Background: an optimization exercise with open tools, aiming at small area, a short achievable clock period and few clock cycles. Do not read the settings as production practice. Function was checked by simulation only, so behaviour that the tests miss may differ from the original. Power figures rest on the tool's default switching activity, not on a simulated workload.

## flow/design.v

```verilog
package dds_pkg;
   localparam int NPROC_DEF = 8;
   localparam int NRES_DEF  = 4;
   localparam int ACTION_W  = 2;
   localparam int PIDX_W    = 3;
   localparam int RIDX_W    = 2;
   localparam int UNITS_W   = 16;
   localparam int WORK_W    = 20;
   localparam int MASK_W    = 8;
   localparam int COUNT_W   = 4;
   localparam int IDX_MAX_W = 4;
   localparam logic [WORK_W-1:0] WORK_MAX = {WORK_W{1'b1}};
   typedef enum logic [ACTION_W-1:0] {
      ACT_LOAD_ENTRY = 2'd0,
      ACT_LOAD_FREE  = 2'd1,
      ACT_RUN        = 2'd2
   } action_type;
   typedef enum logic [2:0] {
      ST_IDLE,
      ST_PICK,
      ST_CHECK,
      ST_RELEASE,
      ST_ADVANCE,
      ST_REPORT
   } state_type;
   typedef struct packed {
      logic                 copy;
      logic                 free_we;
      logic [IDX_MAX_W-1:0] free_idx;
      logic [UNITS_W-1:0]   free_data;
      logic                 rel;
      logic [IDX_MAX_W-1:0] idx;
   } work_cmd_type;
endpackage
module dds_ram #(
   parameter int WIDTH = 32,
   parameter int DEPTH = 32
) (
   input  logic                     clock,
   input  logic                     we,
   input  logic [$clog2(DEPTH)-1:0] waddr,
   input  logic [WIDTH-1:0]         wdata,
   input  logic                     re,
   input  logic [$clog2(DEPTH)-1:0] raddr,
   output logic [WIDTH-1:0]         rdata
);
   logic [WIDTH-1:0] mem_ff [DEPTH];
   logic [WIDTH-1:0] rdata_ff;
   always_ff @(posedge clock) begin
      if (we) begin
         mem_ff[waddr] <= wdata;
      end
      if (re) begin
         rdata_ff <= mem_ff[raddr];
      end
   end
   assign rdata = rdata_ff;
endmodule
module dds_work #(
   parameter int NRES = dds_pkg::NRES_DEF
) (
   input  logic                        clock,
   input  logic                        reset,
   input  dds_pkg::work_cmd_type       cmd,
   input  logic [dds_pkg::UNITS_W-1:0] held,
   input  logic [dds_pkg::UNITS_W-1:0] need,
   output logic                        fit
);
   localparam int RW = (NRES > 1) ? $clog2(NRES) : 1;
   logic [dds_pkg::UNITS_W-1:0] free_ff [NRES];
   logic [dds_pkg::WORK_W-1:0]  work_ff [NRES];
   logic [dds_pkg::WORK_W-1:0]  work_sel;
   logic [dds_pkg::WORK_W:0]    sum;
   logic [dds_pkg::WORK_W-1:0]  sum_sat;
   logic [RW-1:0]               idx;
   logic [RW-1:0]               free_idx;
   assign idx      = cmd.idx[RW-1:0];
   assign free_idx = cmd.free_idx[RW-1:0];
   assign work_sel = work_ff[idx];
   assign fit      = (dds_pkg::WORK_W'(need) <= work_sel);
   assign sum      = (dds_pkg::WORK_W+1)'(work_sel) + (dds_pkg::WORK_W+1)'(held);
   assign sum_sat  = sum[dds_pkg::WORK_W] ? dds_pkg::WORK_MAX : sum[dds_pkg::WORK_W-1:0];
   always_ff @(posedge clock) begin
      if (cmd.free_we) begin
         free_ff[free_idx] <= cmd.free_data;
      end
   end
   always_ff @(posedge clock) begin
      if (reset) begin
         for (int i = 0; i < NRES; i++) begin
            work_ff[i] <= '0;
         end
      end else if (cmd.copy) begin
         for (int i = 0; i < NRES; i++) begin
            work_ff[i] <= dds_pkg::WORK_W'(free_ff[i]);
         end
      end else if (cmd.rel) begin
         work_ff[idx] <= sum_sat;
      end
   end
endmodule
module deadlock_detection_safety_check #(
   parameter int NPROC = dds_pkg::NPROC_DEF,
   parameter int NRES  = dds_pkg::NRES_DEF
) (
   input  logic                         clock,
   input  logic                         reset,
   input  logic                         req_valid,
   output logic                         req_ready,
   input  logic [dds_pkg::ACTION_W-1:0] req_action,
   input  logic [dds_pkg::PIDX_W-1:0]   req_process_index,
   input  logic [dds_pkg::RIDX_W-1:0]   req_resource_index,
   input  logic [dds_pkg::UNITS_W-1:0]  req_held_units,
   input  logic [dds_pkg::UNITS_W-1:0]  req_max_units,
   input  logic [dds_pkg::UNITS_W-1:0]  req_free_units,
   output logic                         rsp_valid,
   input  logic                         rsp_ready,
   output logic                         rsp_deadlocked,
   output logic [dds_pkg::MASK_W-1:0]   rsp_blocked_mask,
   output logic [dds_pkg::COUNT_W-1:0]  rsp_finished_count
);
   localparam int UW = dds_pkg::UNITS_W;
   logic                         in_v_ff;
   logic [dds_pkg::ACTION_W-1:0] in_act_ff;
   logic [dds_pkg::PIDX_W-1:0]   in_p_ff;
   logic [dds_pkg::RIDX_W-1:0]   in_r_ff;
   logic [UW-1:0]                in_a_ff;    
   logic [UW-1:0]                in_b_ff;    
   logic [UW-1:0] held_ff [NPROC][NRES];
   logic [UW-1:0] need_ff [NPROC][NRES];
   logic [UW-1:0] free_ff [NRES];
   logic [UW-1:0]    work_ff [NRES];
   logic             ovf_ff  [NRES];
   logic [NPROC-1:0] fit_ff;
   logic [UW-1:0]    hsel_ff [NRES];
   logic             ready_ff;
   logic             running_ff;
   logic             ending_ff;     
   logic             pk1_ff;        
   logic             pk2_ff;        
   logic [NPROC-1:0] fin_ff;
   logic [NRES-1:0]  free_we_ff;
   logic [3:0]       cnt_ff;
   logic                        rsp_valid_ff;
   logic                        rsp_dead_ff;
   logic [dds_pkg::MASK_W-1:0]  rsp_mask_ff;
   logic [dds_pkg::COUNT_W-1:0] rsp_count_ff;
   logic             req_fire;
   logic             apply, ld_entry, ld_free, start;
   logic             done, report_fire, report_ok_next;
   logic             running_next, ending_next;
   logic [NPROC-1:0] fin_next;
   logic             nb_v;
   logic [1:0]       nb_act;
   logic [2:0]       nb_p;
   logic [1:0]       nb_r;
   logic [UW-1:0]    load_need;
   logic [NPROC-1:0] fits, cand, pick;
   logic             picking;
   logic [UW-1:0]    hsel [NRES];
   logic [UW:0]      sum  [NRES];
   assign req_ready   = ready_ff;
   assign req_fire    = req_valid && ready_ff;
   assign report_fire = !rsp_valid_ff || rsp_ready;
   assign apply = in_v_ff && ready_ff;
   assign ld_entry  = apply && (in_act_ff == 2'd0);
   assign ld_free   = in_v_ff && (in_act_ff == 2'd1);
   assign start     = apply && (in_act_ff == 2'd2);
   assign load_need = (req_max_units > req_held_units) ? (req_max_units - req_held_units) : '0;
   function automatic logic gt_tree(input logic [UW-1:0] a, input logic [UW-1:0] b);
      logic [UW-1:0] g, ge;
      g  = a & ~b;
      ge = a | ~b;
      for (int w = 1; w < UW; w = w * 2) begin
         for (int i = 0; i + w < UW; i = i + 2 * w) begin
            g[i]  = g[i + w] | (ge[i + w] & g[i]);
            ge[i] = g[i + w] | (ge[i + w] & ge[i]);
         end
      end
      gt_tree = g[0];
   endfunction
   function automatic logic [UW:0] add_tree(input logic [UW-1:0] a, input logic [UW-1:0] b);
      logic [UW-1:0] g, t, gn, tn, c;
      g = a & b;
      t = a | b;
      for (int w = 1; w < UW; w = w * 2) begin
         gn = g;
         tn = t;
         for (int i = w; i < UW; i++) begin
            gn[i] = g[i] | (t[i] & g[i - w]);
            tn[i] = t[i] & t[i - w];
         end
         g = gn;
         t = tn;
      end
      c = {g[UW-2:0], 1'b0};
      add_tree = {g[UW-1], a ^ b ^ c};
   endfunction
   always_comb begin
      for (int p = 0; p < NPROC; p++) begin
         fits[p] = 1'b1;
         for (int r = 0; r < NRES; r++) begin
            if (!ovf_ff[r] && gt_tree(need_ff[p][r], work_ff[r])) fits[p] = 1'b0;
         end
      end
   end
   assign cand = running_ff ? (fit_ff & ~fin_ff) : '0;
   always_comb begin
      logic lower;
      lower = 1'b0;
      for (int p = 0; p < NPROC; p++) begin
         pick[p] = cand[p] && !lower;
         lower   = lower || cand[p];
      end
   end
   assign picking = (cand != '0);
   always_comb begin
      for (int r = 0; r < NRES; r++) begin
         hsel[r] = '0;
         for (int p = 0; p < NPROC; p++) begin
            hsel[r] = hsel[r] | (held_ff[p][r] & {UW{pick[p]}});
         end
      end
   end
   always_comb begin
      for (int r = 0; r < NRES; r++) begin
         sum[r] = add_tree(work_ff[r], hsel_ff[r]);
      end
   end
   assign done = running_ff && !picking && ((!pk1_ff && !pk2_ff) || (fin_ff == '1));
   assign report_ok_next = !(rsp_valid_ff && !rsp_ready);
   always_comb begin
      running_next = running_ff;
      ending_next  = 1'b0;
      fin_next     = fin_ff;
      if (done) begin
         if (report_fire) begin
            running_next = 1'b0;
            fin_next     = '0;
         end else begin
            ending_next = report_ok_next;
         end
      end else if (running_ff || start) begin
         running_next = 1'b1;
         fin_next     = fin_ff | pick;
         ending_next  = (fin_next == '1) && report_ok_next;
      end
   end
   always_comb begin
      if (in_v_ff && !apply) begin
         nb_v   = 1'b1;
         nb_act = in_act_ff;
         nb_p   = in_p_ff;
         nb_r   = in_r_ff;
      end else begin
         nb_v   = req_fire;
         nb_act = req_action;
         nb_p   = req_process_index;
         nb_r   = req_resource_index;
      end
   end
   always_ff @(posedge clock) begin
      if (ready_ff) begin
         in_act_ff <= req_action;
         in_p_ff   <= req_process_index;
         in_r_ff   <= req_resource_index;
         in_a_ff   <= (req_action == 2'd1) ? req_free_units : req_held_units;
         in_b_ff   <= load_need;
      end
   end
   always_ff @(posedge clock) begin
      for (int p = 0; p < NPROC; p++) begin
         for (int r = 0; r < NRES; r++) begin
            if (ld_entry && (in_p_ff == p) && (in_r_ff == r)) begin
               held_ff[p][r] <= in_a_ff;
               need_ff[p][r] <= in_b_ff;
            end
         end
      end
      for (int r = 0; r < NRES; r++) begin
         if (free_we_ff[r]) begin
            free_ff[r] <= in_a_ff;
         end
      end
   end
   always_ff @(posedge clock) begin
      fit_ff <= fits;
      for (int r = 0; r < NRES; r++) begin
         hsel_ff[r] <= hsel[r];
         if (running_ff && !done) begin
            work_ff[r] <= sum[r][UW-1:0];
            ovf_ff[r]  <= ovf_ff[r] | sum[r][UW];
         end else if (free_we_ff[r]) begin
            work_ff[r] <= in_a_ff;
            ovf_ff[r]  <= 1'b0;
         end else begin
            work_ff[r] <= free_ff[r];
            ovf_ff[r]  <= 1'b0;
         end
      end
   end
   always_ff @(posedge clock) begin
      if (reset) begin
         in_v_ff      <= 1'b0;
         free_we_ff   <= '0;
         ready_ff     <= 1'b1;
         running_ff   <= 1'b0;
         ending_ff    <= 1'b0;
         pk1_ff       <= 1'b0;
         pk2_ff       <= 1'b0;
         fin_ff       <= '0;
         rsp_valid_ff <= 1'b0;
      end else begin
         in_v_ff    <= nb_v;
         for (int r = 0; r < NRES; r++) begin
            free_we_ff[r] <= nb_v && (nb_act == 2'd1) && (nb_r == r);
         end
         running_ff <= running_next;
         ending_ff  <= ending_next;
         fin_ff     <= fin_next;
         pk1_ff     <= picking;
         pk2_ff     <= pk1_ff;
         unique case (nb_act)
            2'd0:    ready_ff <= !nb_v || !running_next || ending_next || fin_next[nb_p];
            2'd2:    ready_ff <= !nb_v || !running_next;
            default: ready_ff <= 1'b1;
         endcase
         if (report_fire) begin
            rsp_valid_ff <= done;
         end
      end
   end
   always_ff @(posedge clock) begin
      if (!running_ff) begin
         cnt_ff <= '0;
      end else if (picking) begin
         cnt_ff <= cnt_ff + 4'd1;
      end
   end
   always_ff @(posedge clock) begin
      if (done && report_fire) begin
         rsp_dead_ff  <= (fin_ff != '1);
         rsp_mask_ff  <= ~fin_ff;
         rsp_count_ff <= cnt_ff;
      end
   end
   assign rsp_valid          = rsp_valid_ff;
   assign rsp_deadlocked     = rsp_dead_ff;
   assign rsp_blocked_mask   = rsp_mask_ff;
   assign rsp_finished_count = rsp_count_ff;
endmodule
```

## flow/run.sh

```bash
#!/bin/bash
# synth_recipe.tcl (not shown) runs the flow's synth.tcl, then flattens the netlist and writes it again
# the make line also repeats each setting of config.mk as NAME=value (left out here)
make -C /OpenROAD-flow-scripts/flow DESIGN_CONFIG=/design/flow/config.mk WORK_HOME=/design/flow/orfs CLKGATE_MAP_FILE= SYNTH_SCRIPT=/design/flow/synth_recipe.tcl finish
```

## flow/config.mk

```make
export PLATFORM = sky130hd
export DESIGN_NAME = deadlock_detection_safety_check
export DESIGN_NICKNAME = deadlock_detection_safety_check
export VERILOG_FILES = /design/flow/design.v
export SDC_FILE = /design/flow/constraint.sdc
export NUM_CORES = 4
export LEC_CHECK = 0
export ABC_AREA = 1
export CAP_MARGIN = 20
export CORE_MARGIN = 2
export CORE_UTILIZATION = 40
export SETUP_SLACK_MARGIN = 2.7
export SLEW_MARGIN = 20
```

## flow/constraint.sdc

```tcl
create_clock -name core_clock -period 5.0 [get_ports {clock}]
set_input_delay 1.0000 -clock core_clock [delete_from_list [all_inputs] [get_ports {clock}]]
set_output_delay 1.0000 -clock core_clock [all_outputs]
set_load 0.01 [all_outputs]
```

==> run summary, run 1 <==
status no timing/DRC/antenna violations; TritonCTS clock tree yes; crit path time final approximately 2.4 ns; total CTS buffers about 140; Fin Setup TNS 0 ns; pwr dens ~380 nW/µm²; worst-margin pin slew between 0.7 and 0.8 ns; Mapped Area 57,700 µm²; Initial Utilization 0.403; Post-synth EDFFs between 1,000 and 1,500; Max Cap Viol 0; Pleak 27.0 nW; Pre-Repair DR Iteration Count 6; post-synthesis sequential area ratio 0.639; die area 147,000 µm²; Tightest Hold Check Type reg2reg; Fmax achieved 422 MHz; Root Buffer clkbuf_16; final WL 162 mm; Final Cell Area around 69,000 µm²; vias in the first global route 39,000; Reg clk slew, reported paths 0.06 ns; Synth Instances 5,445; Synth top area share 0.560; peak supply drop 0.263 mV; layout net count about 6,000; Final period util 0.474; # rows 139; ranking of synthesized cells by area edfxtp_1, nand2_1, dfxtp_1; 1st-iter DRT viols about 3,700; CP Cell Sequence buf_16, buf_6; # setup viols final 0; DRC 0; crit path max fanout 4; Setup CP Type reg2out; Placed Instances 7,346; slowest cell on the critical path dfxtp_4; Fin Clk Skew 0.0277 ns; grt total ovfl 0; placed inst area 61,100 µm²; Final Hold Vio Count 0; hold_sp pk1_ff; Slew Limit Headroom 0.470; synth warn 9; initial antenna violation count 9; Die H 384 µm; Avg WL per Cell 20.6 µm; worst r2r src ready_ff; routed vias 41,200; CP startpoint ready_ff; routability congestion estimate from global placement 0.824; CP peak stage delay 0.36 ns; Skew-Pair Late Insertion Delay 0.77 ns; unrepaired setup endpoints after global routing true; CP Data Arrival Time about 1.4 ns; Finished Layout Cells 7,844; largest net degree at the start of global routing around 120; synthesized area per cell 10.6 µm²; Area growth syn-to-layout 19.1%; Clock Tree Buf Depth 3; Post-CTS Hold Buffers 0; detailed-placement wirelength estimate 96.9 mm; core area 143,000 µm²; FFs w/ async S/R, synth 0; CP delay by family, top flip-flops; clk sinks 1,302; Main synth FF type edfxtp_1; CP Launch Type register; CTS HTree Levels 4; Worst Setup End Kind output port; CP required 4.00 ns; global-route wire length before repair 238 mm; Bufs and invs on worst path 2; Power Total 26.4 mW; Yosys top cell by area edfxtp_1; layout cells sized above 1 0.160; Seq cells post-synth 1,302; I/O pin cnt 74; Die X-Extent 384 µm; Post-Syn Nets roughly 5,700; DR vias/cell 5.25; Total GRT Usage 0.216; PortBufs 73; remaining antenna violation count 0; FILL cells about 13,000; Yosys cell types 55; Pins Over Slew Limit 0
-- kinds of logic after synthesis --
logic type / count (synthesis) / share of synthesized area
AOI/OAI and AO/OA: 1067 / 0.120
xor gates and xnor gates: 41 / 0.00622
adders and majority gates: 146 / 0.0323
buffers and inverters: 661 / 0.0469
DFF: 1302 / 0.639
muxes: 1 / 0.000195
and+or+nand+nor: 2227 / 0.156
-- where the power goes --
part | internal, mW | total (mW) | switching, mW | leakage, nW
sequential | 12.2 | 12.5 | 0.351 | 11.5
clock | 5.87 | 10.2 | 4.28 | 2.20
combinational | 1.35 | 3.75 | 2.40 | 13.3
total | 19.4 | 26.4 | 7.04 | 27.0
-- worst register-to-register path, stage by stage, from the launching register on --
cell and delay (ns):
dfxtp_4 0.36, buf_16 0.14, nor2_2 0.31, inv_1 0.19, o21ai_0 0.25, nand2_1 0.07, nor2_1 0.22, nand2_1 0.11
nor2_1 0.44
-- synthesized netlist by cell type (6+ instances only) --
library cell  instances
nand2_2               6
ha_1                141
nand2_1            1541
o211ai_1             29
o22ai_1              33
clkbuf_1             71
nand3_1             251
inv_2                 8
nor2_1              323
dfxtp_1             226
o221ai_1             10
buf_4                12
o21ai_0             445
a21o_1               29
xnor2_1              16
a21boi_0             41
edfxtp_1           1076
a21oi_1             205
a22oi_1              77
a221oi_2             49
buf_2                42
a221oi_1             15
buf_6                14
buf_1                16
or2_2                66
nor3_1               15
xor2_1               25
inv_1               489
a22oi_2              49
a31oi_1              57
-- flip-flops by register name (all words and copies together) (netlist names), 16 cells and up --
| signal | count |
|---|---|
| free_ff | 64 |
| held_ff | 512 |
| in_a_ff | 16 |
| hsel_ff | 64 |
| work_ff | 64 |
| in_b_ff | 16 |
| need_ff | 512 |
-- metal layers --
metal,GRT usage,share of wire,vias to the layer above
met4,0.0851,0.037,6
met3,0.0360,0.066,292
met2,0.359,0.47,1291
met5,0,0.00029,-
li1,-,-,19700
met1,0.283,0.42,20000
-- cells in the final DEF, fill, tap and decap left out, types with 140 or more instances in the layout --
cell type,n
clkbuf_16,140
inv_1,435
edfxtp_1,1076
dfxtp_1,193
a21oi_1,195
o21ai_0,429
nor2_1,285
buf_4,251
nand3_1,241
nand2_1,1510
-- through the flow --
step           hold WS [ns]  setup WS (ns)   util
2_1_floorplan         0.398           2.35      -
3_5_place_dp          0.411           1.21  0.426
3_3_place_gp          0.405           1.23  0.425
5_1_grt               0.444           2.59  0.479
6_report              0.424           2.63  0.479
4_1_cts               0.422           2.18  0.470
-- layout make-up --
class                      count  area (µm²)  share of cell area
inverter                     503        2190              0.0319
clock inverter                62         653             0.00951
antenna                        3        7.51            0.000109
clock buffer                 191        3830              0.0558
timing repair inverter         7        45.0            0.000656
multi-input combinational   3489       19000               0.276
timing repair buffer         384        3710              0.0541
sequential                  1302       36900               0.537
tap                         1903        2380              0.0347
-- timing repair --
item / CTS / global route
gates resized for setup: 257 / 132
pin swaps: 55 / 32
gates cloned: 11 / 6
buffers inserted: 125 / 96
endpoints found under the setup margin: 1109 / 1096
-- worst paths after layout --
kind              endpoint  slack [ns]  cells after the start
max              req_ready        2.63                      2
min                 pk2_ff        0.42                      2
max reg2reg  free_we_ff[2]        2.74                      8
min reg2reg         pk2_ff        0.42                      2
Testbench counts, summed over its fixed seeds: cycles 11,342.
==> inputs of run 2 (changes only) <==
--- a/flow/design.v
+++ b/flow/design.v
@@ -133,22 +133,25 @@
    logic             ovf_ff  [NRES];
    logic [NPROC-1:0] fit_ff;
    logic [UW-1:0]    hsel_ff [NRES];
-   logic             ready_ff;
+   logic             ready_ff;      
+   logic             busy_ff;       
    logic             running_ff;
    logic             ending_ff;     
    logic             pk1_ff;        
    logic             pk2_ff;        
    logic [NPROC-1:0] fin_ff;
    logic [NRES-1:0]  free_we_ff;
+   logic [NPROC-1:0] stale_ff;      
    logic [3:0]       cnt_ff;
-   logic                        rsp_valid_ff;
+   logic                        rsp_valid_ff;    
+   logic                        rsp_free_ff;     
    logic                        rsp_dead_ff;
    logic [dds_pkg::MASK_W-1:0]  rsp_mask_ff;
    logic [dds_pkg::COUNT_W-1:0] rsp_count_ff;
    logic             req_fire;
    logic             apply, ld_entry, ld_free, start;
    logic             done, report_fire, report_ok_next;
-   logic             running_next, ending_next;
+   logic             running_next, ending_next, ready_next;
    logic [NPROC-1:0] fin_next;
    logic             nb_v;
    logic [1:0]       nb_act;
@@ -160,9 +163,9 @@
    logic [UW-1:0]    hsel [NRES];
    logic [UW:0]      sum  [NRES];
    assign req_ready   = ready_ff;
-   assign req_fire    = req_valid && ready_ff;
-   assign report_fire = !rsp_valid_ff || rsp_ready;
-   assign apply = in_v_ff && ready_ff;
+   assign req_fire    = req_valid && !busy_ff;
+   assign report_fire = rsp_free_ff || rsp_ready;
+   assign apply = in_v_ff && !busy_ff;
    assign ld_entry  = apply && (in_act_ff == 2'd0);
    assign ld_free   = in_v_ff && (in_act_ff == 2'd1);
    assign start     = apply && (in_act_ff == 2'd2);
@@ -204,7 +207,15 @@
          end
       end
    end
-   assign cand = running_ff ? (fit_ff & ~fin_ff) : '0;
+   always_comb begin
+      if (running_ff) begin
+         cand = fit_ff & ~fin_ff;
+      end else if (start) begin
+         cand = fit_ff & ~stale_ff;
+      end else begin
+         cand = '0;
+      end
+   end
    always_comb begin
       logic lower;
       lower = 1'b0;
@@ -228,7 +239,7 @@
       end
    end
    assign done = running_ff && !picking && ((!pk1_ff && !pk2_ff) || (fin_ff == '1));
-   assign report_ok_next = !(rsp_valid_ff && !rsp_ready);
+   assign report_ok_next = rsp_free_ff || rsp_ready;
    always_comb begin
       running_next = running_ff;
       ending_next  = 1'b0;
@@ -247,6 +258,13 @@
       end
    end
    always_comb begin
+      unique case (nb_act)
+         2'd0:    ready_next = !nb_v || !running_next || ending_next || fin_next[nb_p];
+         2'd2:    ready_next = !nb_v || !running_next;
+         default: ready_next = 1'b1;
+      endcase
+   end
+   always_comb begin
       if (in_v_ff && !apply) begin
          nb_v   = 1'b1;
          nb_act = in_act_ff;
@@ -260,7 +278,7 @@
       end
    end
    always_ff @(posedge clock) begin
-      if (ready_ff) begin
+      if (!busy_ff) begin
          in_act_ff <= req_action;
          in_p_ff   <= req_process_index;
          in_r_ff   <= req_resource_index;
@@ -302,16 +320,22 @@
    always_ff @(posedge clock) begin
       if (reset) begin
          in_v_ff      <= 1'b0;
+         stale_ff     <= '1;
          free_we_ff   <= '0;
          ready_ff     <= 1'b1;
+         busy_ff      <= 1'b0;
          running_ff   <= 1'b0;
          ending_ff    <= 1'b0;
          pk1_ff       <= 1'b0;
          pk2_ff       <= 1'b0;
          fin_ff       <= '0;
          rsp_valid_ff <= 1'b0;
+         rsp_free_ff  <= 1'b1;
       end else begin
          in_v_ff    <= nb_v;
+         for (int p = 0; p < NPROC; p++) begin
+            stale_ff[p] <= running_ff || ld_free || (ld_entry && (in_p_ff == p));
+         end
          for (int r = 0; r < NRES; r++) begin
             free_we_ff[r] <= nb_v && (nb_act == 2'd1) && (nb_r == r);
          end
@@ -320,19 +344,19 @@
          fin_ff     <= fin_next;
          pk1_ff     <= picking;
          pk2_ff     <= pk1_ff;
-         unique case (nb_act)
-            2'd0:    ready_ff <= !nb_v || !running_next || ending_next || fin_next[nb_p];
-            2'd2:    ready_ff <= !nb_v || !running_next;
-            default: ready_ff <= 1'b1;
-         endcase
+         ready_ff    <= ready_next;
+         busy_ff     <= !ready_next;
          if (report_fire) begin
             rsp_valid_ff <= done;
+            rsp_free_ff  <= !done;
          end
       end
    end
    always_ff @(posedge clock) begin
-      if (!running_ff) begin
+      if (!running_ff && !start) begin
          cnt_ff <= '0;
+      end else if (start) begin
+         cnt_ff <= 4'(picking);
       end else if (picking) begin
          cnt_ff <= cnt_ff + 4'd1;
       end
--- a/flow/config.mk
+++ b/flow/config.mk
@@ -9,5 +9,7 @@
 export CAP_MARGIN = 20
 export CORE_MARGIN = 2
 export CORE_UTILIZATION = 40
+export CTS_CLUSTER_DIAMETER = 60
+export CTS_CLUSTER_SIZE = 30
 export SETUP_SLACK_MARGIN = 2.7
 export SLEW_MARGIN = 20
==> run summary, run 2 <==
hold slack final 0.430 ns; Pins Over Slew Limit 0; Final Hold Vio Count 0; CP Data Arrival Time 2.75 ns; Worst Setup End Kind register; Clock Tree Buf Depth 3; detailed-placement wirelength estimate 98.4 mm; Yosys cell types 50; Avg WL per Cell 22.0 µm; DRT met1 WL between 70 and 80 mm; most frequent cell after synthesis nand2_1; 1st-iter DRT viols between 4,000 and 5,000; DRC 0; Mapped Area 57,400 µm²; placed inst area 60,600 µm²; Synth Instances 5,499; # setup viols final 0; biggest registers after layout held_ff: 512 flops, need_ff: 512 flops; hold_sp pk1_ff; Total GRT Usage 0.224; Root Buffer clkbuf_16; Tightest Hold Check Type reg2reg; TritonCTS clock tree yes; PortBufs 73; Final period util 0.467; Pre-Repair DR Iteration Count 6; Post-synth EDFFs 1,076; core area 142,000 µm²; CP Launch Type register; layout net count ~6,000; # rows 138; largest net degree at the start of global routing 72; Reg clk slew, reported paths 0.09 ns; worst-margin pin slew 0.962 ns; PnR worst setup slack 2.66 ns; grt total ovfl 0; Fin Setup TNS 0 ns; Fmax achieved 428 MHz; Post-CTS Hold Buffers 0; worst r2r src in_act_ff[1]; routability congestion estimate from global placement 0.858; synth warn 9; Met2 Routed Length roughly 80 mm; R2R Setup Slk 2.66 ns; top layer in use met4; final WL 172 mm; Area growth syn-to-layout 19.9%; Synth top area share 0.563; die area between 100,000 and 150,000 µm²; Fin Clk Skew 0.0362 ns; routed wl met3 13.7 mm; CTS HTree Levels 3; Seq cells post-synth 1,312; layout cells sized above 1 0.154; CP startpoint in_act_ff[1]; peak supply drop 0.279 mV; Skew-Pair Late Insertion Delay 0.77 ns; routed vias about 42,000; synthesized area per cell 10.4 µm²; R2R Path End need_ff[17][9]; register area approximately 37,000 µm²; top cells by count, synth nand2_1, edfxtp_1, inv_1; Setup CP Type reg2reg; Die H 383 µm; crit path time final 2.34 ns; ranking of synthesized cells by area edfxtp_1, nand2_1, dfxtp_1; total CTS buffers 102; Hold Path End pk2_ff; CP required 5.41 ns; FFs w/ async S/R, synth 0; WHS Path Cells 2; Post-Syn Nets approximately 5,700; commonest non-fill, non-tap cells in the layout nand2_1, edfxtp_1, inv_1, nor2_1, o21ai_0; pwr dens 370 nW/µm²; crit path max fanout 18; Die X-Extent 383 µm; Setup WS pre-CTS 1.15 ns; Yosys top cell by area edfxtp_1; status no timing/DRC/antenna violations; most common cell after layout, fill and taps aside nand2_1; Final Cell Area 68,800 µm²; Initial Utilization 0.404; Max Cap Viol 0; unrepaired setup endpoints after global routing true; initial antenna violation count 11; DR vias/cell 5.42; Main synth FF type edfxtp_1; remaining antenna violation count 0; I/O pin cnt 74; Pleak 26.7 nW; Slew Limit Headroom 0.357; FILL cells ~12,000; post-synthesis sequential area ratio 0.645; vias in the first global route approximately 40,000; Multi-input gate area about 19,000 µm²; global-route wire length before repair 246 mm; clk sinks 1,312; FF-to-FF path depth 8
==> run 2: cell type report <==
| class | count | share of cell area |
|---|---|---|
| Timing Repair Buffer | 395 | 0.0599 |
| Timing Repair inverter | 16 | 0.00160 |
| Antenna cell | 3 | 0.000109 |
| Sequential cell | 1312 | 0.540 |
| Inverter | 562 | 0.0350 |
| Multi-Input combinational cell | 3454 | 0.275 |
| Tap cell | 1890 | 0.0344 |
| Clock inverter | 86 | 0.0169 |
| Clock buffer | 108 | 0.0377 |
==> run 2: worst max-delay path, cell delays in order (launching register included) <==
cell and delay, ns:
edfxtp_1 0.41, inv_2 0.12, buf_4 0.11, nand3_1 0.20
nor2_4 0.19, buf_12 0.14, nand2_4 0.21, nor2_4 0.24
buf_4 0.34
==> run 2: cells by family (layout without fill, tap and decap cells) <==
kind of cell,after synthesis,in the layout,share of synthesized area
compound gates,1003,1003,0.103
fa+ha+maj,146,146,0.0325
simple gates,2230,2244,0.158
mux,1,1,0.000196
buf+inv,747,1167,0.0512
xor+xnor,60,60,0.00916
flops,1312,1312,0.645
other cells,0,3,0
==> run 2: power by group <==
group	leakage (nW)	switching (mW)	internal (mW)
clock network	1.80	4.73	4.23
logic	13.3	2.49	1.35
registers	11.6	0.392	12.3
total	26.7	7.61	17.9
==> run 2: stage by stage <==
stage           util  power [mW]  instances
2_1_floorplan      -        14.9       5499
3_3_place_gp   0.426        15.9       7342
3_5_place_dp   0.427        16.0       7350
4_1_cts        0.468        25.2       7687
5_1_grt        0.485        26.4       7825
6_report       0.485        25.5       7826
==> run 2: per-layer routing <==
metal,vias up,track usage
li1,19900,-
met5,-,0
met3,301,0.0256
met2,1662,0.369
met4,0,0.0899
met1,20600,0.303
==> run 2: how the worst max path moves through the flow <==
| stage | to | slack (ns) |
|---|---|---|
| floorplan | held_ff[16][0] | 2.33 |
| global placement | in_b_ff[13] | 1.21 |
| detailed placement | in_b_ff[13] | 1.15 |
| CTS | held_ff[15][9] | 2.27 |
| global route | rsp_blocked_mask[3] | 2.63 |
| finish | need_ff[17][9] | 2.66 |
==> run 2: what timing repair did <==
item / 4_1_cts / 5_1_grt
gates cloned: 21 / 15
pin swaps: 50 / 76
endpoints found under the setup margin: 871 / 1146
hold endpoints to repair: 0 / 0
gates resized for setup: 299 / 278
setup buffers: 122 / 116
Testbench counts of run 2, summed over its fixed seeds: cycles 11,124.
==> inputs of run 3 (changes only) <==
--- a/flow/config.mk
+++ b/flow/config.mk
@@ -11,5 +11,5 @@
 export CORE_UTILIZATION = 40
 export CTS_CLUSTER_DIAMETER = 60
 export CTS_CLUSTER_SIZE = 30
-export SETUP_SLACK_MARGIN = 2.7
+export SETUP_SLACK_MARGIN = 2.9
 export SLEW_MARGIN = 20
==> run summary, run 3 <==
Fin Setup TNS 0 ns; initial antenna violation count 7; most common cell after layout, fill and taps aside nand2_1; routability congestion estimate from global placement 0.832; total CTS buffers 94; routed vias 43,800; final WL 183 mm; commonest non-fill, non-tap cells in the layout nand2_1, edfxtp_1, inv_1, nor2_1, o21ai_0; CP required 5.64 ns; Die X-Extent 383 µm; grt total ovfl 0; Area growth syn-to-layout 26.0%; Max Cap Viol 0; Bufs and invs on worst path 3; placed inst area around 60,000 µm²; unrepaired setup endpoints after global routing true; layout net count 6,186; TritonCTS clock tree yes; pwr dens between 300 and 400 nW/µm²; Final Cell Area between 70,000 and 80,000 µm²; clk sinks approximately 1,300; Pleak 28.1 nW; Seq cells post-synth 1,312; # rows about 140; crit path max fanout 6; Setup CP Type reg2reg; Main synth FF type edfxtp_1; Synth top area share 0.563; most frequent CP cell nand2_4; Mapped Area roughly 57,000 µm²; top cells by count, synth nand2_1, edfxtp_1, inv_1; remaining antenna violation count 0; peak supply drop 0.241 mV; I/O pin cnt 74; layout cells sized above 1 0.220; Total GRT Usage 0.223; synth warn 9; most frequent cell after synthesis nand2_1; vias in the first global route 39,700; CP Cell Sequence inv_2, nor2_4, nand2_4, nand2_8, nand2_8, nand2_4, nor2_4, nand4_1, buf_6, nand2_4, nand3_1, nand3_1, nand2_1, nand2_1, nand3_2, nand2_2, inv_2; die area roughly 150,000 µm²; Worst Setup End Kind register; CTS HTree Levels 3; CP Launch Type register; synthesized area per cell between 10 and 15 µm²; Reg clk slew, reported paths 0.10 ns; # setup viols final 0; biggest registers after layout held_ff: 512 flops, need_ff: 512 flops; Pre-Repair DR Iteration Count 7; PortBufs 73; CP delay by family, top simple AND/OR/NAND/NOR gates; DRC 0; Skew-Pair Late Insertion Delay 0.74 ns; Root Buffer clkbuf_16; slowest cell on the critical path edfxtp_1; Fin Clk Skew 0.0542 ns; CP Data Arrival Time 3.03 ns; crit path time final between 2 and 2.5 ns; ranking of synthesized cells by area edfxtp_1, nand2_1, dfxtp_1; global-route wire length before repair 246 mm; Post-Syn Nets approximately 5,700; Initial Utilization 0.404; Synth Instances 5,499; Yosys top cell by area edfxtp_1; Tightest Hold Check Type reg2reg; detailed-placement wirelength estimate 96.7 mm; Final period util 0.476; largest net degree at the start of global routing 65; post-synthesis sequential area ratio 0.645; FFs w/ async S/R, synth 0; Pins Over Slew Limit 0; Final Hold Vio Count 0; Slew Limit Headroom 0.468; Fmax achieved 420 MHz; core area 142,000 µm²; DR vias/cell 5.51; Clock Tree Buf Depth 3; status no timing/DRC/antenna violations; Post-synth EDFFs 1,076; Die H 383 µm; 1st-iter DRT viols 4,682; Yosys cell types 50; Avg WL per Cell approximately 23 µm; worst-margin pin slew around 0.8 ns; CP peak stage delay 0.41 ns; R2R Setup Slk 2.62 ns
run 3: cell counts after synthesis:
Identical to the previous run, type by type.
run 3: timing repair:
action | in CTS | in global routing
hold endpoints to repair | 0 | 0
endpoints found under the setup margin | 1218 | 954
gates resized for setup | 463 | 700
hold buffers | 0 | 0
cloned | 24 | 52
pin swaps | 86 | 240
setup buffers | 182 | 159
run 3: worst paths after layout:
check                               end  cells after the start    startpoint
worst min-delay path             pk2_ff                      2        pk1_ff
worst max register to register  busy_ff                     17  in_act_ff[1]
worst max-delay path            busy_ff                     17  in_act_ff[1]
worst min register to register   pk2_ff                      2        pk1_ff
run 3: kinds of logic (layout without fill, tap and decap cells):
group	after synthesis	in the layout	share of synthesized area
AO/OA/AOI/OAI	1003	1003	0.103
XOR/XNOR	60	60	0.00916
adder cells (fa/ha/maj)	146	146	0.0325
buffers and inverters	747	1303	0.0512
flip-flops	1312	1312	0.645
multiplexers	1	1	0.000196
other	0	2	0
AND/OR/NAND/NOR	2230	2237	0.158
run 3: stage by stage:
step	power (mW)	setup slack [ns]	util	std cells	hold slack, ns
floorplan	14.9	2.42	-	5499	0.398
global placement	15.9	1.20	0.427	7351	0.407
detailed placement	16.0	1.19	0.429	7358	0.406
CTS	24.9	2.53	0.475	7741	0.424
global route	26.4	2.53	0.509	7952	0.467
finish	25.4	2.62	0.509	7954	0.424
run 3: power by group:
part	internal [mW]	switching (mW)	total, mW
Combinational	1.58	2.73	4.31
Clock	3.96	4.54	8.50
Sequential	12.3	0.345	12.6
Total	17.8	7.61	25.4
run 3: layout make-up:
cell class	count	area, µm²
Antenna cell	2	5.00
Clock buffer	102	2430
Clock inverter	75	987
Fill cell	12100	69600
Inverter	562	2420
Multi-Input combinational cell	3447	20400
Sequential cell	1312	37200
Tap cell	1890	2360
Timing Repair Buffer	546	6360
Timing Repair inverter	18	164
run 3: worst min-delay path: stages (launching register included):
cell and delay (ns):
dfxtp_1 0.32, inv_1 0.04, nor2_1 0.03
run 3: per-layer routing:
metal | vias to the layer above | global-route usage | share of wire | wire length (µm)
met3 | 317 | 0.0266 | 0.094 | 17200
met5 | - | 0 | 0 | 0
met2 | 2001 | 0.367 | 0.46 | 84600
li1 | 20200 | - | - | -
met1 | 21400 | 0.305 | 0.40 | 73200
met4 | 0 | 0.0799 | 0.041 | 7460
==> inputs of run 4 (changes only) <==
--- a/flow/design.v
+++ b/flow/design.v
@@ -218,9 +218,13 @@
    end
    always_comb begin
       logic lower;
+      logic [NPROC-1:0] pref;
+      for (int p = 0; p < NPROC; p++) begin
+         pref[p] = cand[p] && in_v_ff && (in_act_ff == 2'd0) && (in_p_ff == p);
+      end
       lower = 1'b0;
       for (int p = 0; p < NPROC; p++) begin
-         pick[p] = cand[p] && !lower;
+         pick[p] = (pref != '0) ? pref[p] : (cand[p] && !lower);
          lower   = lower || cand[p];
       end
    end
--- a/flow/config.mk
+++ b/flow/config.mk
@@ -11,5 +11,5 @@
 export CORE_UTILIZATION = 40
 export CTS_CLUSTER_DIAMETER = 60
 export CTS_CLUSTER_SIZE = 30
-export SETUP_SLACK_MARGIN = 2.9
+export SETUP_SLACK_MARGIN = 2.7
 export SLEW_MARGIN = 20
==> run summary, run 4 <==
DRC 0; Yosys top cell by area edfxtp_1; WHS Path Cells 2; Clock Tree Buf Depth 3; Final Hold Vio Count 0; # setup viols final 0; Yosys cell types 59; remaining antenna violation count 0; CP delay by family, top simple AND/OR/NAND/NOR gates; Fin Setup TNS 0 ns; Post-CTS Hold Buffers 0; Fin Clk Skew 0.0470 ns; final WL 192 mm; global-route wire length before repair 267 mm; FILL cells 12,000; # rows 139; Fmax achieved 366 MHz; largest net degree at the start of global routing 41; Root Buffer clkbuf_16; Slew Limit Headroom 0.221; peak supply drop 0.335 mV; crit path time final approximately 2.7 ns; biggest registers after layout held_ff: 512 flops, need_ff: 512 flops; most common cell after layout, fill and taps aside nand2_1; Max Cap Viol 0; Pleak 29.2 nW; pwr dens 345 nW/µm²; synthesized area per cell 10.4 µm²; CP Cell Sequence buf_6, nor2_4, buf_6, buf_6, nand2_8, nor2_4, nand3_2, nand2_2, nor2_4, nand2_2, nor2_4, buf_6, buf_6, nand2_4, nand2_8, buf_12, inv_16, buf_16, a211oi_2, nand2_1; I/O pin cnt 74; Worst Setup End Kind register; layout net count 6,282; Mapped Area 57,500 µm²; vias in the first global route 41,500; routability congestion estimate from global placement 0.867; die area ~150,000 µm²; Tightest Hold Check Type reg2reg; CP Launch Type register; grt total ovfl 0; FF-to-FF path depth 20; Die X-Extent 383 µm; synth warn 9; Area growth syn-to-layout 28.1%; R2R Setup Slk 2.27 ns; ranking of synthesized cells by area edfxtp_1, nand2_1, dfxtp_1; detailed-placement wirelength estimate around 100 mm; 1st-iter DRT viols between 5,000 and 6,000; unrepaired setup endpoints after global routing true; Setup CP Type reg2reg; commonest non-fill, non-tap cells in the layout nand2_1, edfxtp_1, inv_1, o21ai_0, nor2_1; Synth top area share 0.561; Post-Syn Nets slightly below 6,000; layout cells sized above 1 0.226; Multi-input gate area 20,500 µm²; PortBufs 73; routed vias 44,500; top cells by count, synth nand2_1, edfxtp_1, inv_1; register area 37,200 µm²; slowest cell on the critical path edfxtp_1; worst-margin pin slew 1.17 ns; DR vias/cell 5.51; Synth Instances 5,556; crit path max fanout 5; most frequent cell after synthesis nand2_1; R2R Path End hsel_ff[1][8]; Hold Path End pk2_ff; initial antenna violation count 6; CTS HTree Levels 3; most frequent CP cell buf_6; Final period util 0.546; Initial Utilization 0.402; hold_sp pk1_ff; clk sinks between 1,000 and 1,500; Main synth FF type edfxtp_1; Pre-Repair DR Iteration Count 6; CP Data Arrival Time between 3 and 4 ns; TritonCTS clock tree yes; core area 143,000 µm²; Reg clk slew, reported paths 0.08 ns; FFs w/ async S/R, synth 0; Post-synth EDFFs 1,076; worst r2r src in_act_ff[1]; post-synthesis sequential area ratio 0.644; Total GRT Usage 0.246; Die H 383 µm; Pins Over Slew Limit 0; CP required ~5.6 ns; total CTS buffers 104; Avg WL per Cell 23.7 µm; hold slack final 0.421 ns; Bufs and invs on worst path 8; CP peak stage delay about 0.41 ns; status no timing/DRC/antenna violations; Seq cells post-synth around 1,300; Skew-Pair Late Insertion Delay 0.76 ns
## run 4: changes by cell type in the layout (fill, tap and decap cells not counted), sizes merged, moves of 9 or more
cell and change:
a21oi +110, a221oi -46, buf +24, clkbuf -10, dlymetal6s2s +21, nand2 +105
nand4 -66, nor2 -15, o2111ai +10, o211ai -11, o22ai +10, or2 +9
xnor2 -11
## run 4: repair_timing
item / 4_1_cts / 5_1_grt
gates resized for setup: 722 / 427
endpoints found under the hold margin: 0 / 0
cloned: 70 / 28
buffers inserted: 240 / 86
setup endpoints to repair: 1220 / 908
pin swaps: 157 / 149
## run 4: kinds of logic (layout without fill, tap and decap cells)
kind of cell	after synthesis	after routing	share of synthesized area
AOI/OAI and AO/OA	1070	1070	0.108
xor gates and xnor gates	52	52	0.00791
adders and majority gates	146	146	0.0324
buffers and inverters	734	1331	0.0502
DFF	1312	1312	0.644
muxes	2	2	0.000370
other	0	2	0
and+or+nand+nor	2240	2255	0.158
## run 4: worst max-delay path by stage
stage	from	end	slack (ns)	depth (start not counted)
finish	in_act_ff[1]	hsel_ff[1][8]	2.27	20
global route	in_act_ff[1]	hsel_ff[1][14]	2.18	19
CTS	in_act_ff[1]	busy_ff	2.37	22
detailed placement	running_ff	busy_ff	1.12	14
global placement	running_ff	busy_ff	1.11	14
floorplan	req_max_units[0]	in_b_ff[3]	2.42	13
## run 4: metrics by stage
step	worst slack (ns)	instances	utilization	power, mW	area [µm²]
global placement	1.11	7447	0.427	15.9	61100
global route	2.18	8071	0.515	26.4	73700
finish	2.27	8073	0.515	25.5	73700
floorplan	2.42	5556	-	14.9	58100
detailed placement	1.12	7450	0.427	16.0	61200
CTS	2.37	7957	0.494	25.3	70700
## run 4: layout make-up
type                    count  area share
clock inverters            83      0.0145
multi-input cells        3525       0.278
diodes                      2   0.0000679
repair buffers            559      0.0996
flip-flops and latches   1312       0.504
clock buffers             114      0.0364
inverters                 561      0.0327
repair inverters           14     0.00224
well taps                1903      0.0323
## run 4: where the power goes
group | internal, mW | total, mW | leakage, nW | switching (mW)
sequential | 12.3 | 12.7 | 11.6 | 0.437
combinational | 1.31 | 3.71 | 15.8 | 2.40
clock | 4.43 | 9.03 | 1.80 | 4.59
## run 4: routing by layer
| layer | global-route usage | share of wire |
|---|---|---|
| met5 | 0 | 0.00014 |
| met4 | 0.115 | 0.060 |
| met3 | 0.0394 | 0.091 |
| met2 | 0.411 | 0.47 |
| met1 | 0.314 | 0.38 |
## run 4: worst reg2reg max path: stages (launching register included)
cell and delay (ns):
edfxtp_1 0.41, buf_6 0.12, nor2_4 0.04, buf_6 0.12, buf_6 0.12, nand2_8 0.08
nor2_4 0.04, nand3_2 0.07, nand2_2 0.08, nor2_4 0.20, nand2_2 0.10, nor2_4 0.14
buf_6 0.13, buf_6 0.10, nand2_4 0.06, nand2_8 0.13, buf_12 0.15, inv_16 0.07
buf_16 0.16, a211oi_2 0.21, nand2_1 0.08
Testbench counts of run 4, summed over its fixed seeds: cycles 10,902.
==> inputs of run 5 (changes only) <==
--- a/flow/design.v
+++ b/flow/design.v
@@ -142,6 +142,7 @@
    logic [NPROC-1:0] fin_ff;
    logic [NRES-1:0]  free_we_ff;
    logic [NPROC-1:0] stale_ff;      
+   logic [NPROC-1:0] pref_ff;       
    logic [3:0]       cnt_ff;
    logic                        rsp_valid_ff;    
    logic                        rsp_free_ff;     
@@ -219,9 +220,7 @@
    always_comb begin
       logic lower;
       logic [NPROC-1:0] pref;
-      for (int p = 0; p < NPROC; p++) begin
-         pref[p] = cand[p] && in_v_ff && (in_act_ff == 2'd0) && (in_p_ff == p);
-      end
+      pref  = cand & pref_ff;
       lower = 1'b0;
       for (int p = 0; p < NPROC; p++) begin
          pick[p] = (pref != '0) ? pref[p] : (cand[p] && !lower);
@@ -325,6 +324,7 @@
       if (reset) begin
          in_v_ff      <= 1'b0;
          stale_ff     <= '1;
+         pref_ff      <= '0;
          free_we_ff   <= '0;
          ready_ff     <= 1'b1;
          busy_ff      <= 1'b0;
@@ -343,6 +343,9 @@
          for (int r = 0; r < NRES; r++) begin
             free_we_ff[r] <= nb_v && (nb_act == 2'd1) && (nb_r == r);
          end
+         for (int p = 0; p < NPROC; p++) begin
+            pref_ff[p] <= nb_v && (nb_act == 2'd0) && (nb_p == p);
+         end
          running_ff <= running_next;
          ending_ff  <= ending_next;
          fin_ff     <= fin_next;
==> run summary, run 5 <==
status no timing/DRC/antenna violations; Max Cap Viol 0; Avg WL per Cell 22.7 µm; peak supply drop 0.260 mV; synth warn 9; CP required 5.63 ns; Post-Syn Nets 5,794; Fmax achieved 409 MHz; core area 143,000 µm²; GRT met1 Usage 0.320; PortBufs 73; most common cell after layout, fill and taps aside nand2_1; pwr dens 369 nW/µm²; I/O pin cnt 74; die area 147,000 µm²; Final Hold Vio Count 0; Multi-input gate area 19,400 µm²; Post-synth EDFFs 1,076; worst-margin pin slew slightly above 0.9 ns; Main synth FF type edfxtp_1; # setup viols final 0; Fin Setup TNS 0 ns; TritonCTS clock tree yes; Synth top area share 0.560; clk sinks roughly 1,300; FILL cells 12,700; synthesized area per cell 10.3 µm²; Setup CP Type reg2reg; CP Data Arrival Time between 3 and 4 ns; Total GRT Usage 0.235; remaining antenna violation count 0; CP startpoint in_act_ff[1]; total CTS buffers 103; post-synthesis sequential area ratio 0.645; Worst Setup End Kind register; Fin Clk Skew 0.0560 ns; Area growth syn-to-layout 20.7%; global-route wire length before repair 256 mm; commonest non-fill, non-tap cells in the layout nand2_1, edfxtp_1, inv_1, nor2_1, o21ai_0; crit path max fanout 21; PnR worst setup slack 2.56 ns; layout cells sized above 1 0.164; Clock Tree Buf Depth 3; ranking of synthesized cells by area edfxtp_1, nand2_1, dfxtp_1; Pins Over Slew Limit 0; largest net degree at the start of global routing 65; top cells by count, synth nand2_1, edfxtp_1, inv_1; CTS HTree Levels 3; Slew Limit Headroom 0.393; initial antenna violation count 13; worst r2r src in_act_ff[1]; Seq cells post-synth 1,320; Yosys cell types 57; met3 Usage GRT 0.0277; detailed-placement wirelength estimate just over 100 mm; Initial Utilization 0.402; Skew-Pair Late Insertion Delay approximately 0.73 ns; 1st-iter DRT viols 4,870; Tightest Hold Check Type reg2reg; Root Buffer clkbuf_16; Die X-Extent 384 µm; Power Total 25.7 mW; most frequent cell after synthesis nand2_1; Final period util 0.488; unrepaired setup endpoints after global routing true; routed vias around 43,000; grt total ovfl 0; busiest layer in global routing met2; Reg clk slew, reported paths 0.09 ns; Pre-Repair DR Iteration Count 6; crit path time final 2.44 ns; vias in the first global route 40,500; Pleak around 27 nW; register area around 37,000 µm²; layout net count 6,190; biggest registers after layout held_ff: 512 flops, need_ff: 512 flops; hold_sp pk1_ff; Mapped Area 57,700 µm²; Yosys top cell by area edfxtp_1; Synth Instances around 5,600; DRC 0; Setup WS pre-CTS between 1 and 1.5 ns; final WL 181 mm; # rows 139; Die H between 300 and 400 µm; CP Launch Type register; FFs w/ async S/R, synth 0; routability congestion estimate from global placement 0.875; met2 capacity usage during global routing 0.388; DR vias/cell 5.42
-- run 5: changes by cell type after synthesis, moves of 16 or more --
cell,previous run,this run
o21ai_1,18,62
o21ai_0,387,343
nand3_1,202,164
a221oi_2,17,1
nand4_1,56,120
nand2_1,1497,1517
nor2_1,404,445
a21oi_1,349,295
-- run 5: cells by family after synthesis --
logic type,synth area share
AOI/OAI and AO/OA,0.0995
muxes,0.000369
and+or+nand+nor,0.164
buffers and inverters,0.0499
xor gates and xnor gates,0.00896
adders and majority gates,0.0323
DFF,0.645
-- run 5: through the flow --
stage	area (µm²)	utilization	instances	hold WS, ns
floorplan	57800	-	5589	0.398
global placement	60900	0.425	7466	0.403
detailed placement	61100	0.427	7476	0.411
CTS	67600	0.472	7860	0.426
global route	69600	0.486	7977	0.453
finish	69600	0.486	7977	0.427
-- run 5: worst max-delay path, cell delays in order, from the launching register on --
cell and delay (ns):
edfxtp_1 0.44, inv_2 0.11, nor2_4 0.05, nand2_4 0.12, nand2_8 0.09, buf_6 0.14, nand3_2 0.07, nand2_2 0.07
nor2_4 0.18, nand2_4 0.14, nand2_4 0.12, nand2_8 0.08, buf_8 0.16, inv_8 0.19, nand2_1 0.11, and3_1 0.18
nand4_1 0.07
-- run 5: area by class of cell --
class,instances,area share
multi-input combinational,3565,0.279
sequential,1320,0.536
clock buffer,120,0.0393
inverter,547,0.0333
timing repair inverter,17,0.00212
antenna,1,0.0000360
tap,1903,0.0342
clock inverter,73,0.0134
timing repair buffer,431,0.0627
-- run 5: metal layers --
layer  part of all wire  wire length, µm  vias to the layer above
li1                   -                -                    20100
met1               0.41            74000                    21000
met2               0.47            84500                     1806
met3              0.085            15400                      299
met4              0.040             7250                        6
met5            0.00021               38                        -
-- run 5: worst paths after layout --
path               endpoint  slack [ns]  depth (start not counted)
max          hsel_ff[0][13]        2.56                         16
min                  pk2_ff        0.43                          2
max reg2reg  hsel_ff[0][13]        2.56                         16
min reg2reg          pk2_ff        0.43                          2
-- run 5: what timing repair did --
item | CTS | global route
pin swaps | 77 | 83
hold buffers | 0 | 0
setup buffers | 157 | 95
setup endpoints to repair | 982 | 721
gates resized for setup | 370 | 277
gates cloned | 34 | 21
-- run 5: where the power goes --
| part | switching [mW] | leakage, nW | internal (mW) |
|---|---|---|---|
| Sequential | 0.338 | 11.9 | 12.4 |
| Combinational | 2.73 | 13.0 | 1.41 |
| Clock | 4.42 | 1.78 | 4.44 |
| Total | 7.49 | 26.7 | 18.2 |
Testbench counts of run 5, summed over its fixed seeds: cycles 10,902.
==> inputs of run 6 (changes only) <==
--- a/flow/design.v
+++ b/flow/design.v
@@ -126,6 +126,11 @@
    logic [dds_pkg::RIDX_W-1:0]   in_r_ff;
    logic [UW-1:0]                in_a_ff;    
    logic [UW-1:0]                in_b_ff;    
+   logic                         pv_ff;
+   logic [dds_pkg::PIDX_W-1:0]   pp_ff;
+   logic [dds_pkg::RIDX_W-1:0]   pr_ff;
+   logic [UW-1:0]                pa_ff;
+   logic [UW-1:0]                pb_ff;
    logic [UW-1:0] held_ff [NPROC][NRES];
    logic [UW-1:0] need_ff [NPROC][NRES];
    logic [UW-1:0] free_ff [NRES];
@@ -140,9 +145,15 @@
    logic             pk1_ff;        
    logic             pk2_ff;        
    logic [NPROC-1:0] fin_ff;
-   logic [NRES-1:0]  free_we_ff;
-   logic [NPROC-1:0] stale_ff;      
+   logic [NRES-1:0]  free_we_ff;    
+   logic             wpark_ff;      
+   logic             wn_ff;         
+   logic             n2park_ff;     
+   logic             start_ff;      
+   logic [NPROC-1:0] wrow_ff;       
+   logic [NRES-1:0]  wcol_ff;       
    logic [NPROC-1:0] pref_ff;       
+   logic [NPROC-1:0] stale_ff;      
    logic [3:0]       cnt_ff;
    logic                        rsp_valid_ff;    
    logic                        rsp_free_ff;     
@@ -150,7 +161,10 @@
    logic [dds_pkg::MASK_W-1:0]  rsp_mask_ff;
    logic [dds_pkg::COUNT_W-1:0] rsp_count_ff;
    logic             req_fire;
-   logic             apply, ld_entry, ld_free, start;
+   logic             ld_free, start;
+   logic             pv_n, wpark_n, wn_n, n2park_n, start_n;
+   logic [2:0]       pp_n;
+   logic [1:0]       pr_n;
    logic             done, report_fire, report_ok_next;
    logic             running_next, ending_next, ready_next;
    logic [NPROC-1:0] fin_next;
@@ -166,10 +180,8 @@
    assign req_ready   = ready_ff;
    assign req_fire    = req_valid && !busy_ff;
    assign report_fire = rsp_free_ff || rsp_ready;
-   assign apply = in_v_ff && !busy_ff;
-   assign ld_entry  = apply && (in_act_ff == 2'd0);
-   assign ld_free   = in_v_ff && (in_act_ff == 2'd1);
-   assign start     = apply && (in_act_ff == 2'd2);
+   assign ld_free   = (free_we_ff != '0);
+   assign start     = start_ff;
    assign load_need = (req_max_units > req_held_units) ? (req_max_units - req_held_units) : '0;
    function automatic logic gt_tree(input logic [UW-1:0] a, input logic [UW-1:0] b);
       logic [UW-1:0] g, ge;
@@ -260,15 +272,23 @@
          ending_next  = (fin_next == '1) && report_ok_next;
       end
    end
+   assign pv_n = n2park_ff || (pv_ff && !wpark_ff);
+   assign pp_n = n2park_ff ? in_p_ff : pp_ff;
+   assign pr_n = n2park_ff ? in_r_ff : pr_ff;
    always_comb begin
+      wpark_n  = pv_n && (!running_next || ending_next || fin_ff[pp_n]);
+      wn_n     = nb_v && (nb_act == 2'd0) && !wpark_n &&
+                 (!running_next || ending_next || fin_ff[nb_p]);
+      n2park_n = nb_v && (nb_act == 2'd0) && !wn_n && (!pv_n || wpark_n);
+      start_n  = nb_v && (nb_act == 2'd2) && !running_next && !pv_n;
       unique case (nb_act)
-         2'd0:    ready_next = !nb_v || !running_next || ending_next || fin_next[nb_p];
-         2'd2:    ready_next = !nb_v || !running_next;
+         2'd0:    ready_next = !nb_v || wn_n || n2park_n;
+         2'd2:    ready_next = !nb_v || start_n;
          default: ready_next = 1'b1;
       endcase
    end
    always_comb begin
-      if (in_v_ff && !apply) begin
+      if (in_v_ff && busy_ff) begin
          nb_v   = 1'b1;
          nb_act = in_act_ff;
          nb_p   = in_p_ff;
@@ -292,9 +312,9 @@
    always_ff @(posedge clock) begin
       for (int p = 0; p < NPROC; p++) begin
          for (int r = 0; r < NRES; r++) begin
-            if (ld_entry && (in_p_ff == p) && (in_r_ff == r)) begin
-               held_ff[p][r] <= in_a_ff;
-               need_ff[p][r] <= in_b_ff;
+            if (wrow_ff[p] && wcol_ff[r]) begin
+               held_ff[p][r] <= wpark_ff ? pa_ff : in_a_ff;
+               need_ff[p][r] <= wpark_ff ? pb_ff : in_b_ff;
             end
          end
       end
@@ -305,6 +325,14 @@
       end
    end
    always_ff @(posedge clock) begin
+      if (n2park_ff) begin
+         pp_ff <= in_p_ff;
+         pr_ff <= in_r_ff;
+         pa_ff <= in_a_ff;
+         pb_ff <= in_b_ff;
+      end
+   end
+   always_ff @(posedge clock) begin
       fit_ff <= fits;
       for (int r = 0; r < NRES; r++) begin
          hsel_ff[r] <= hsel[r];
@@ -323,8 +351,15 @@
    always_ff @(posedge clock) begin
       if (reset) begin
          in_v_ff      <= 1'b0;
-         stale_ff     <= '1;
+         pv_ff        <= 1'b0;
+         wpark_ff     <= 1'b0;
+         wn_ff        <= 1'b0;
+         n2park_ff    <= 1'b0;
+         start_ff     <= 1'b0;
+         wrow_ff      <= '0;
+         wcol_ff      <= '0;
          pref_ff      <= '0;
+         stale_ff     <= '1;
          free_we_ff   <= '0;
          ready_ff     <= 1'b1;
          busy_ff      <= 1'b0;
@@ -337,14 +372,23 @@
          rsp_free_ff  <= 1'b1;
       end else begin
          in_v_ff    <= nb_v;
+         pv_ff      <= pv_n;
+         wpark_ff   <= wpark_n;
+         wn_ff      <= wn_n;
+         n2park_ff  <= n2park_n;
+         start_ff   <= start_n;
          for (int p = 0; p < NPROC; p++) begin
-            stale_ff[p] <= running_ff || ld_free || (ld_entry && (in_p_ff == p));
+            wrow_ff[p]  <= (wpark_n && (pp_n == p)) || (wn_n && (nb_p == p));
+            stale_ff[p] <= running_ff || ld_free || wrow_ff[p];
          end
          for (int r = 0; r < NRES; r++) begin
-            free_we_ff[r] <= nb_v && (nb_act == 2'd1) && (nb_r == r);
+            wcol_ff[r] <= (wpark_n && (pr_n == r)) || (wn_n && (nb_r == r));
          end
          for (int p = 0; p < NPROC; p++) begin
-            pref_ff[p] <= nb_v && (nb_act == 2'd0) && (nb_p == p);
+            pref_ff[p] <= pv_n ? (pp_n == p) : (nb_v && (nb_act == 2'd0) && (nb_p == p));
+         end
+         for (int r = 0; r < NRES; r++) begin
+            free_we_ff[r] <= nb_v && (nb_act == 2'd1) && (nb_r == r);
          end
          running_ff <= running_next;
          ending_ff  <= ending_next;
==> run summary, run 6 <==
status no timing/DRC/antenna violations; routability congestion estimate from global placement 0.879; Initial Utilization 0.403; Pleak between 20 and 30 nW; placed inst area 62,100 µm²; # rows 140; Post-Syn Nets 5,712; remaining antenna violation count 0; Power Total 26.3 mW; Seq cells post-synth around 1,400; PortBufs 73; pwr dens 376 nW/µm²; FILL cells 12,900; Synth top area share 0.566; Root Buffer clkbuf_16; switching portion of total power 0.291; Clock Tree Buf Depth 3; Total GRT Usage 0.216; Reg clk slew, reported paths approximately 0.090 ns; Fin Setup TNS 0 ns; FFs w/ async S/R, synth 0; Pre-Repair DR Iteration Count 6; Yosys cell types 62; combinational share of power 0.149; clk sinks 1,373; Setup CP Type reg2reg; CP startpoint running_ff; Placed Instances around 7,400; worst-margin pin slew 1.06 ns; Fin Clk Skew 0.0305 ns; Post-synth EDFFs 1,108; met2 capacity usage during global routing 0.367; DRC 0; layout net count 6,002; Pins Over Slew Limit 0; Skew-Pair Late Insertion Delay 0.75 ns; total CTS buffers 104; Synth Instances between 5,000 and 6,000; Mapped Area 58,800 µm²; Psw 7.65 mW; Internal 18.6 mW; utilization after layout 0.479; synth warn 9; busiest layer in global routing met2; TritonCTS clock tree yes; routed vias 41,700; Final Hold Vio Count 0; most common cell after layout, fill and taps aside nand2_1; R2R Setup Slk between 2 and 3 ns; Die H 387 µm; crit path time final 2.47 ns; CTS HTree Levels 3; CP Data Arrival Time 3.12 ns; worst setup path endpoint wcol_ff[2]; crit path max fanout 7; largest net degree at the start of global routing 65; biggest registers after layout held_ff: 512 flops, need_ff: 512 flops; Final period util 0.493; commonest non-fill, non-tap cells in the layout nand2_1, edfxtp_1, inv_1, o21ai_0, nor2_1; Fmax achieved 406 MHz; unrepaired setup endpoints after global routing true; die area between 150,000 and 200,000 µm²; Main synth FF type edfxtp_1; layout cells sized above 1 0.163; detailed-placement wirelength estimate 102 mm; Area growth syn-to-layout 18.8%; Clock power frac 0.348; Sequential Power Share 0.503; Yosys top cell by area edfxtp_1; CP Launch Type register; Avg WL per Cell 21.6 µm; synthesized area per cell 10.7 µm²; most frequent cell after synthesis nand2_1; Max Cap Viol 0; worst r2r src running_ff; met3 Usage GRT 0.0308; top cells by count, synth nand2_1, edfxtp_1, inv_1; global-route wire length before repair roughly 240 mm; CP required between 5 and 6 ns; post-synthesis sequential area ratio 0.656; vias in the first global route 39,300; Finished Layout Cells roughly 7,800; Post-CTS Hold Buffers 0; final WL 169 mm; FF-to-FF path depth 16; GRT met1 Usage 0.282; ranking of synthesized cells by area edfxtp_1, nand2_1, dfxtp_1; peak supply drop between 0.3 and 0.4 mV; 1st-iter DRT viols 3,862; Tightest Hold Check Type reg2reg; R2R Path End wcol_ff[2]; Final Cell Area 69,900 µm²; Worst Setup End Kind register; initial antenna violation count 18; DR vias/cell 5.34; Die X-Extent approximately 390 µm; grt total ovfl 0; Slew Limit Headroom 0.296; # setup viols final 0; I/O pin cnt 74; core area roughly 150,000 µm²
-- run 6: cells by family (layout without fill, tap and decap cells) --
group / after synthesis / after routing / synth area share
AO/OA/AOI/OAI: 1122 / 1123 / 0.112
XOR/XNOR: 61 / 61 / 0.00909
adder cells (fa/ha/maj): 146 / 146 / 0.0317
buffers and inverters: 750 / 1129 / 0.0486
flip-flops: 1373 / 1373 / 0.656
multiplexers: 2 / 2 / 0.000383
other: 0 / 5 / 0
AND/OR/NAND/NOR: 2053 / 2055 / 0.142
-- run 6: worst min path at each step --
stage / start / end / slack (ns) / cells past startpoint
6_report: pk1_ff / pk2_ff / 0.42 / 2
5_1_grt: pk1_ff / pk2_ff / 0.44 / 2
4_1_cts: pk1_ff / pk2_ff / 0.42 / 2
3_5_place_dp: pk1_ff / pk2_ff / 0.41 / 2
3_3_place_gp: pk1_ff / pk2_ff / 0.41 / 2
2_1_floorplan: pk1_ff / pk2_ff / 0.40 / 2
-- run 6: metrics by stage --
stage | setup WS, ns | hold slack, ns
after floorplan | 2.03 | 0.399
after global placement | 1.01 | 0.410
after detailed placement | 1.08 | 0.407
after CTS | 2.56 | 0.421
after global routing | 2.45 | 0.437
final | 2.53 | 0.420
-- run 6: critical path, cell delays in order (launching register included) --
cell and delay, ns:
dfxtp_4 0.41, buf_6 0.15, a21oi_4 0.19, nand3_2 0.12, nand2_2 0.09, nor2_4 0.04
nand2_4 0.14, nand2_2 0.09, nand2_4 0.14, nand2_2 0.07, nand4_1 0.11, nor2_2 0.04
nand2_2 0.10, nand3_4 0.16, nand2_8 0.17, nand2_8 0.10, o21ai_4 0.21
-- run 6: power by group through the flow --
stage	logic [mW]	clock network [mW]	registers [mW]
final	3.91	9.15	13.2
after detailed placement	3.38	0	13.4
after floorplan	2.35	0	13.3
after global routing	4.34	9.72	13.2
after CTS	3.67	9.30	13.2
after global placement	3.28	0	13.4
-- run 6: cell type report --
cell class,count,area (µm²),share of cell area
antenna,5,12.5,0.000179
clock inverter,83,1030,0.0148
multi-input combinational,3387,19000,0.273
timing repair inverter,4,36.3,0.000519
tap,1917,2400,0.0343
inverter,580,2430,0.0348
clock buffer,115,2770,0.0397
sequential,1373,38700,0.553
timing repair buffer,347,3490,0.0499
-- run 6: repair_timing --
item	CTS	global route
setup buffers	114	60
gates resized for setup	437	246
endpoints found under the setup margin	769	233
pin swaps	97	119
gates cloned	10	18
-- run 6: per-layer routing --
layer / wire length [µm] / vias up / share of wire
met1: 68700 / 20300 / 0.41
met3: 12500 / 307 / 0.074
met4: 7200 / 2 / 0.043
li1: - / 19700 / -
met2: 80200 / 1406 / 0.48
met5: 10 / - / 0.000059
Testbench counts of run 6, summed over its fixed seeds: cycles 10,637.

==> what the ideal ports hide <==
How much do the figures lean on ideal ports? The routed layouts below were timed once more, with nothing changed but the port constraints. Step 1 sets driving cells, clkbuf_16 on the clock port and buf_2 on the other inputs (assumed; they add their load-dependent delay and slew). Step 2, shift: input delay + t, output delay - t, t = (earliest + latest rising clock arrival at the registers) / 2. This alone moves slack from input paths to output paths. Slacks: no drivers / after step 1 / after step 2; pairs: no drivers / after step 1.
run | t, ns | setup slack, ns | clock arrival spread, ns | worst data-port slew with drivers (ns)
run 1 | 0.827 | 2.630 / 2.560 / 1.892 | 0.028 / 0.027 | 0.08
run 2 | 0.817 | 2.665 / 2.601 / 1.952 | 0.042 / 0.042 | 0.16
run 3 | 0.786 | 2.618 / 2.618 / 1.998 | 0.057 / 0.057 | 0.06
run 4 | 0.823 | 2.271 / 2.271 / 1.906 | 0.050 / 0.050 | 0.05
run 5 | 0.780 | 2.558 / 2.558 / 1.983 | 0.058 / 0.057 | 0.12
run 6 | 0.808 | 2.534 / 2.534 / 1.772 | 0.042 / 0.041 | 0.07
After both steps every run listed still meets setup and hold. For run 6, which loses most, drivers alone change the setup slack by 0.000 ns; drivers and shift together by -0.762 ns.
